What follows belongs to an exercise in optimizing a design on an open flow for small area, a short achievable clock period and few clock cycles per item; a production flow would make more cautious choices.
In this exercise RTL edits were held to simulation tests only and were not proved equivalent to the original.
Power figures rest on the tool's default switching activity, not on a simulated workload.

==> run a: inputs <==
// vision_approach_steering
module vision_approach_steering (
   input  logic                          clock,
   input  logic                          reset,
   input  logic                          req_valid,
   output logic                          req_stall,
   input  logic [34:0]                   req_data,
   output logic                          rsp_valid,
   input  logic                          rsp_stall,
   output logic [39:0]                   rsp_data,
   input  logic                          csr_valid,
   output logic                          csr_ready,
   input  logic [2:0]                    csr_index,
   input  logic [15:0]                   csr_wdata
);
Settings: LEC_CHECK=0, CAP_MARGIN=20, CORE_MARGIN=2, CORE_UTILIZATION=50, CTS_BUF_LIST=sky130_fd_sc_hd__clkbuf_8, CTS_CLUSTER_DIAMETER=40, CTS_CLUSTER_SIZE=16, SLEW_MARGIN=20; clock period 11.0 ns.
standard.sh (not shown) runs the stock make flow with config.mk's settings and CLKGATE_MAP_FILE= SYNTH_SCRIPT=/design/flow/synth_recipe.tcl, a recipe that flattens the netlist after the stock synthesis.
==> flow/flow/run.sh <==
#!/bin/bash
set -uo pipefail
bash standard.sh SETUP_SLACK_MARGIN=7.0 finish > standard.log 2>&1
status=$?
tail -n 40 standard.log
exit $status
==> run b (differences from run a) <==
--- a/flow/design.v
+++ b/flow/design.v
@@ -1,14 +1,16 @@
 package vas_pkg;
    localparam logic [14:0] RST_SPEED_GAIN      = 15'd9830;
    localparam logic [15:0] RST_TURN_GAIN       = 16'hd99a;
    localparam logic [14:0] RST_CLOSE_THRESHOLD = 15'd328;
    localparam logic [14:0] RST_SEARCH_FLOOR    = 15'd4915;
    localparam logic [14:0] RST_SEARCH_DECAY    = 15'd14746;
+   localparam logic [23:0] RST_DC_BOOTH = {8'h2b, 8'h82, 8'h3d};
+   localparam logic [23:0] RST_TG_BOOTH = {8'h54, 8'h82, 8'h7d};
    localparam logic [15:0] DIR_INIT  = 16'd4915;
    localparam logic [14:0] NEAR_ZERO = 15'd328;
    localparam int unsigned IDX_TH1 = 3344;
    localparam int unsigned IDX_TH2 = 6688;
    localparam int unsigned IDX_TH3 = 10032;
    localparam int unsigned IDX_TH4 = 13375;
    function automatic logic [2:0] speed_code(input logic [2:0] row, input logic [2:0] col);
       logic [2:0] v;
@@ -29,45 +31,28 @@
          3'd1: v = 2'd1;
          3'd2: v = 2'd1;
          3'd3: v = 2'd2;
          default: v = 2'd3;
       endcase
       rot_code = v;
    endfunction
    function automatic logic [23:0] entry_booth(input logic [2:0] code);
-      logic [7:0]  oh;
       logic [23:0] v;
-      for (int k = 0; k < 8; k++) begin
-         oh[k] = (code == 3'(k));
-      end
-      v[0] = |(oh & 8'h08);
-      v[1] = |(oh & 8'h00);
-      v[2] = |(oh & 8'h08);
-      v[3] = |(oh & 8'h08);
-      v[4] = |(oh & 8'h08);
-      v[5] = |(oh & 8'h08);
-      v[6] = |(oh & 8'h18);
-      v[7] = |(oh & 8'h00);
-      v[8] = |(oh & 8'h66);
-      v[9] = |(oh & 8'h6e);
-      v[10] = |(oh & 8'h66);
-      v[11] = |(oh & 8'h66);
-      v[12] = |(oh & 8'h66);
-      v[13] = |(oh & 8'h66);
-      v[14] = |(oh & 8'h66);
-      v[15] = |(oh & 8'hf0);
-      v[16] = |(oh & 8'h4c);
-      v[17] = |(oh & 8'h2a);
-      v[18] = |(oh & 8'h44);
-      v[19] = |(oh & 8'h2a);
-      v[20] = |(oh & 8'h44);
-      v[21] = |(oh & 8'h2a);
-      v[22] = |(oh & 8'h70);
-      v[23] = |(oh & 8'h00);
+      case (code)
+         3'd0: v = {8'h00, 8'h00, 8'h00};   
+         3'd1: v = {8'h2a, 8'h7f, 8'h00};   
+         3'd2: v = {8'h15, 8'h7f, 8'h00};   
+         3'd3: v = {8'h2b, 8'h02, 8'h7d};   
+         3'd4: v = {8'h40, 8'h80, 8'h40};   
+         3'd5: v = {8'h6a, 8'hff, 8'h00};   
+         3'd6: v = {8'h55, 8'hff, 8'h00};   
+         3'd7: v = {8'h00, 8'h80, 8'h00};   
+         default: v = 24'd0;
+      endcase
       entry_booth = v;
    endfunction
    function automatic logic [2:0] th_index(input logic [3:0] th);
       logic [2:0] idx;
       if (th[3]) begin
          idx = 3'd4;
       end else if (th[2]) begin
          idx = 3'd3;
@@ -880,36 +865,46 @@
    output logic                          rsp_valid,
    input  logic                          rsp_stall,
    output logic [39:0]                   rsp_data,
    input  logic                          csr_valid,
    output logic                          csr_ready,
    input  logic [2:0]                    csr_index,
    input  logic [15:0]                   csr_wdata
 );
-   logic [14:0] speed_gain_ff, close_threshold_ff, search_floor_ff, search_decay_ff;
-   logic [15:0] turn_gain_ff;
-   logic        turn_neg;
-   logic [23:0] tg_b, dc_b;
-   logic [7:0]  tg_neg;
+   logic [14:0] speed_gain_ff, close_threshold_ff, search_floor_ff;
+   logic [6:0]  dc_neg_ff;
+   logic [7:0]  dc_one_ff, dc_two_ff;
+   logic [7:0]  tg_neg_ff, tg_one_ff, tg_two_ff;
+   logic        turn_neg_ff;
+   logic [23:0] csr_dc_b, csr_tg_b;
    assign csr_ready = 1'b1;
+   assign csr_dc_b  = vas_pkg::booth16({1'b0, csr_wdata[14:0]});
+   assign csr_tg_b  = vas_pkg::booth16(csr_wdata);
    always_ff @(posedge clock) begin
       if (reset) begin
          speed_gain_ff      <= RST_SPEED_GAIN;
          close_threshold_ff <= RST_CLOSE_THRESHOLD;
          search_floor_ff    <= RST_SEARCH_FLOOR;
-         search_decay_ff    <= RST_SEARCH_DECAY;
-         turn_gain_ff       <= RST_TURN_GAIN;
+         {dc_neg_ff, dc_one_ff, dc_two_ff} <= {RST_DC_BOOTH[22:16], RST_DC_BOOTH[15:0]};
+         turn_neg_ff        <= RST_TURN_GAIN[15];
+         {tg_neg_ff, tg_one_ff, tg_two_ff} <= RST_TG_BOOTH;
       end else if (csr_valid) begin
          case (csr_index)
             3'd0: speed_gain_ff <= csr_wdata[14:0];
-            3'd1: turn_gain_ff  <= csr_wdata;
+            3'd1: begin
+               turn_neg_ff <= csr_wdata[15];
+               tg_neg_ff   <= csr_wdata[15] ? (~csr_tg_b[23:16] & (csr_tg_b[15:8] | csr_tg_b[7:0]))
+                                            : csr_tg_b[23:16];
+               tg_one_ff   <= csr_tg_b[15:8];
+               tg_two_ff   <= csr_tg_b[7:0];
+            end
             3'd2: close_threshold_ff <= csr_wdata[14:0];
             3'd3: search_floor_ff    <= csr_wdata[14:0];
-            3'd4: search_decay_ff    <= csr_wdata[14:0];
+            3'd4: {dc_neg_ff, dc_one_ff, dc_two_ff} <= {csr_dc_b[22:16], csr_dc_b[15:0]};
             default: ;
          endcase
       end
    end
    logic adv;           
    logic s_v, r0_v, b_v, c_v, d_v, o_v;
    logic hz, a_fire, r0_free, take;
    assign adv       = !o_v || !rsp_stall;
@@ -962,26 +957,28 @@
    logic        r0_cmd, r0_found, r0_arm, r0_claw, r0_reached;
    logic [1:0]  r0_rot;
    logic [2:0]  r0_entry;
    logic [15:0] r0_dir;
    assign {r0_cmd, r0_found, r0_arm, r0_claw, r0_reached, r0_rot, r0_entry, r0_dir} = r0_rec;
    logic [1:0]  mode_ff, mode_in;
    logic [15:0] ldm_ff;         
    logic        ldn_ff;         
-   logic        a_seek, a_decay_on, a_zero, a_ldw;
+   logic        a_seek, a_decay_on, a_dodecay, a_spen, a_zero, a_ldw;
    logic [15:0] a_mul_x, a_dir_mag, a_ldm_in;
    logic        a_ldn_in;
    logic [23:0] a_tab_b;
    logic [7:0]  a_bneg, a_bone, a_btwo;
    logic [29:0] a_s, a_c;
    logic [1:0]  a_tsel;
-   logic [2:0]  a_misc;
+   logic [4:0]  a_misc;
    assign a_seek     = r0_cmd && (mode_ff == 2'd1);
    assign a_decay_on = ldm_ff >= {1'b0, search_floor_ff};
+   assign a_dodecay  = a_seek && !r0_found && a_decay_on;
+   assign a_spen     = a_seek && r0_found && !r0_reached;
    assign a_zero     = !(a_seek && (!r0_found || !r0_reached));
    assign a_dir_mag  = r0_dir[15] ? 16'(16'd0 - r0_dir) : r0_dir;
    assign a_tsel = a_zero ? 2'd0 : r0_found ? 2'd1 : a_decay_on ? 2'd2 : 2'd3;
    always_comb begin
       mode_in  = mode_ff;
       a_ldw    = 1'b0;
       a_ldm_in = DIR_INIT;
       a_ldn_in = 1'b0;
@@ -1004,57 +1001,57 @@
                   end
                end
             end
             2'd2: mode_in = 2'd3;
             default: ;
          endcase
       end
    end
-   assign a_misc = !r0_cmd          ? 3'd0 :
-                   (mode_ff == 2'd0) ? {1'b1, r0_arm, !r0_claw} :
-                   (mode_ff == 2'd1) ? ((r0_found && r0_reached) ? 3'd2 : 3'd1) : 3'd3;
+   assign a_misc = {mode_in, a_seek,
+                    r0_cmd && (mode_ff == 2'd0) && r0_arm,
+                    r0_cmd && (mode_ff == 2'd0) && !r0_claw};
    assign a_tab_b = vas_pkg::entry_booth(r0_entry);
    assign a_mul_x = r0_found ? {1'b0, speed_gain_ff} : ldm_ff;
-   assign dc_b    = vas_pkg::booth16({1'b0, search_decay_ff});
-   assign a_bneg  = r0_found ? a_tab_b[23:16] : dc_b[23:16];
-   assign a_bone  = r0_found ? a_tab_b[15:8]  : dc_b[15:8];
-   assign a_btwo  = r0_found ? a_tab_b[7:0]   : dc_b[7:0];
+   assign a_bneg  = r0_found ? a_tab_b[23:16] : {1'b0, dc_neg_ff};
+   assign a_bone  = r0_found ? a_tab_b[15:8]  : dc_one_ff;
+   assign a_btwo  = r0_found ? a_tab_b[7:0]   : dc_two_ff;
    vas_m1_tree u_m1 (
       .x    (a_mul_x),
       .bneg (a_bneg),
       .bone (a_bone),
       .btwo (a_btwo),
       .s    (a_s),
       .c    (a_c)
    );
    logic [29:0] b_s, b_c;
-   logic        b_dodecay, b_tneg, b_spen;
+   logic        b_dodecay, b_n0, b_tneg, b_spen;
    logic [1:0]  b_tsel, b_rot;
-   logic [2:0]  b_misc;
+   logic [4:0]  b_misc;
    always_ff @(posedge clock) begin
       if (adv) begin
          b_s       <= a_s;
          b_c       <= a_c;
+         b_dodecay <= a_dodecay;
+         b_n0      <= ldn_ff;
          b_tneg    <= r0_found ? r0_dir[15] : ldn_ff;
+         b_spen    <= a_spen;
          b_tsel    <= a_tsel;
          b_rot     <= r0_rot;
          b_misc    <= a_misc;
       end
    end
-   assign b_dodecay = b_tsel == 2'd2;
-   assign b_spen    = b_tsel == 2'd1;
    assign hz = r0_cmd && !r0_found && b_v && b_dodecay;
    logic [29:0] b_sum;
    logic [15:0] b_r, b_dec, b_t;
    logic [14:0] b_spd;
    logic        b_ldw;
    assign b_sum = b_s + b_c;
    assign b_r   = b_sum[29:14];
-   assign b_dec = b_tneg ? ((b_r[15] && (b_r[14:0] != 15'd0)) ? 16'd32768 : b_r)
+   assign b_dec = b_n0 ? ((b_r[15] && (b_r[14:0] != 15'd0)) ? 16'd32768 : b_r)
                        : (b_r[15] ? 16'd32767 : b_r);
    assign b_spd = !b_spen ? 15'd0 :
                   (b_r[15] || (b_r[14] && (b_r[13:0] != 14'd0))) ? 15'd16384 : b_r[14:0];
    assign b_ldw = b_v && adv && b_dodecay;
    always_comb begin
       case (b_tsel)
          2'd0: b_t = 16'd0;
          2'd1: begin
@@ -1078,49 +1075,46 @@
          if (a_fire) begin
             mode_ff <= mode_in;
          end
          if (a_fire && a_ldw) begin
             ldm_ff <= a_ldm_in;
             ldn_ff <= a_ldn_in;
          end else if (b_ldw) begin
             ldm_ff <= b_dec;
-            ldn_ff <= b_tneg && (b_r != 16'd0);
+            ldn_ff <= b_n0 && (b_r != 16'd0);
          end
       end
    end
    logic [15:0] c_t;
    logic        c_tneg;
    logic [14:0] c_spd;
-   logic [2:0]  c_misc;
+   logic [4:0]  c_misc;
    always_ff @(posedge clock) begin
       if (adv) begin
          c_t    <= b_t;
-         c_tneg <= turn_neg ^ b_tneg;
+         c_tneg <= turn_neg_ff ^ b_tneg;
          c_spd  <= b_spd;
          c_misc <= b_misc;
       end
    end
    logic [31:0] c_s, c_c;
-   assign turn_neg = turn_gain_ff[15];
-   assign tg_b   = vas_pkg::booth16(turn_gain_ff);
-   assign tg_neg = turn_neg ? (~tg_b[23:16] & (tg_b[15:8] | tg_b[7:0])) : tg_b[23:16];
    vas_m2_tree u_m2 (
       .x    (c_t),
-      .bneg (tg_neg),
-      .bone (tg_b[15:8]),
-      .btwo (tg_b[7:0]),
+      .bneg (tg_neg_ff),
+      .bone (tg_one_ff),
+      .btwo (tg_two_ff),
       .kn   (!c_tneg),
       .s    (c_s),
       .c    (c_c)
    );
    logic [31:0] d_s, d_c;
    logic        d_tneg;
    logic [14:0] d_spd;
-   logic [2:0]  d_misc;
+   logic [4:0]  d_misc;
    always_ff @(posedge clock) begin
       if (adv) begin
          d_s    <= c_s;
          d_c    <= c_c;
          d_tneg <= c_tneg;
          d_spd  <= c_spd;
          d_misc <= c_misc;
       end
@@ -1130,21 +1124,20 @@
    logic        d_clamp;
    logic [1:0]  d_mode, d_light;
    logic [39:0] d_rsp, o_rsp;
    assign d_sum   = d_s + d_c;
    assign d_clamp = d_tneg ? (!d_sum[31] && (d_sum[30] || d_sum[29] || d_sum[28]))
                            : (d_sum[30] || d_sum[29] || (d_sum[28] && (d_sum[27:14] != 14'd0)));
    assign d_turn  = d_clamp ? (d_tneg ? 16'hc000 : 16'h4000)
                             : (d_tneg ? ~d_sum[29:14] : d_sum[29:14]);
-   assign d_mode  = d_misc[2] ? 2'd1 : d_misc[1:0];
-   assign d_light = d_misc[2] ? 2'd1 : (d_misc == 3'd3) ? 2'd2 : 2'd0;
-   assign d_rsp   = {!d_misc[2] && (d_misc[1] ^ d_misc[0]), d_spd, d_turn, d_light,
-                     d_misc[2] && d_misc[1], d_misc[2] && d_misc[0],
-                     d_misc == 3'd0, d_mode, d_misc == 3'd3};
+   assign d_mode  = d_misc[4:3];
+   assign d_light = (d_mode == 2'd3) ? 2'd2 : ((d_mode == 2'd1) && !d_misc[2]) ? 2'd1 : 2'd0;
+   assign d_rsp   = {d_misc[2], d_spd, d_turn, d_light, d_misc[1], d_misc[0],
+                     d_mode == 2'd0, d_mode, d_mode == 2'd3};
    always_ff @(posedge clock) begin
       if (adv) begin
          o_rsp <= d_rsp;
       end
    end
    always_ff @(posedge clock) begin
       if (reset) begin
          b_v <= 1'b0;
==> flow/run.sh (new file) <==
#!/bin/bash
# synth_recipe.tcl (not shown) runs the flow's synth.tcl, then flattens the netlist and writes it again
# the make line also repeats each setting of config.mk as NAME=value (left out here)
make -C /OpenROAD-flow-scripts/flow DESIGN_CONFIG=/design/flow/config.mk WORK_HOME=/design/flow/orfs CLKGATE_MAP_FILE= SYNTH_SCRIPT=/design/flow/synth_recipe.tcl finish
==> flow/config.mk (replaced) <==
export PLATFORM = sky130hd
export DESIGN_NAME = vision_approach_steering
export DESIGN_NICKNAME = vision_approach_steering
export VERILOG_FILES = /design/flow/design.v
export SDC_FILE = /design/flow/constraint.sdc
export NUM_CORES = 4
export LEC_CHECK = 0
export ABC_CLOCK_PERIOD_IN_PS = 3500
export CAP_MARGIN = 20
export CORE_MARGIN = 2
export CORE_UTILIZATION = 60
export SETUP_SLACK_MARGIN = 5
export SLEW_MARGIN = 20
removed: flow/flow/run.sh
removed: flow/standard.sh
==> run summary <==
quantity                                                        run b        run a
Initial cell density of the core                                60.5%        50.6%
Number of gates on the worst path with buffers counted             14            9
Die Y-Extent                                              226 microns  243 microns
Aggregate global-route resource usage                           34.2%        27.2%
Met1 track utilization from global routing                      49.4%        34.8%
Endpoint of the worst hold-timing path                      d_spd[11]     d_spd[1]
Clock buffer count in the final layout                             60           73
Sequential group power                                        2.47 mW      2.29 mW
Wire length of the first global-routing pass                   132 mm       126 mm
Clock transition at the registers of the reported paths         60 ps        80 ps
Floorplan row count                                                81           87
Area fraction in compound gates after synthesis                 16.4%        16.3%
Wirelength, routed                                            86.6 mm      81.6 mm
Detailed-route wire length on metal 1                         36.7 mm      34.2 mm
Launch instance of the worst register-to-register path   tg_neg_ff[4]   r0_rec[17]
Launching element of the worst setup path                req_data[25]  req_data[9]
Cell Count, Final, Fillers Out                                   3689         3815
Fraction of area in multi-input gates                           52.0%        52.8%
IR Drop Worst-Case VDD                                     0.000153 V   0.000251 V
Routed vias/inst                                                 6.28         5.87
Outcome                              no timing/DRC/antenna violations  no timing/DRC/antenna violations
Testbench counts of run a, summed over its fixed seeds: cycles 4,986, items 4,800.
Testbench counts of run b, summed over its fixed seeds: cycles 4,986, items 4,800.

-- re-timing with driven ports --
The results above use ideal ports. As a check the final layouts listed here were re-extracted and re-timed, cells and wires unchanged.
Step 1, drivers: a clkbuf_16 drives clock and a buf_2 each remaining input, both assumed.
Step 2 moves the port delays by t, midway between the first and last clock arrival at a register: inputs arrive t later, outputs are due t later. That takes back most of the time a late clock gives input paths.
a / b / c = ideal ports / drivers / drivers and shift; a / b = the first two.
run | t (ns) | slack for setup (ns) | hold slack, ns
run a | 0.695 | 7.056 / 7.074 / 6.390 | 0.414 / 0.414 / 0.414
run b | 0.635 | 5.477 / 5.511 / 4.875 | 0.411 / 0.411 / 0.411
After both steps setup and hold are still met in every run listed. The setup slack of run a, which loses most, moves by +0.018 ns with the drivers and by -0.666 ns with both steps.
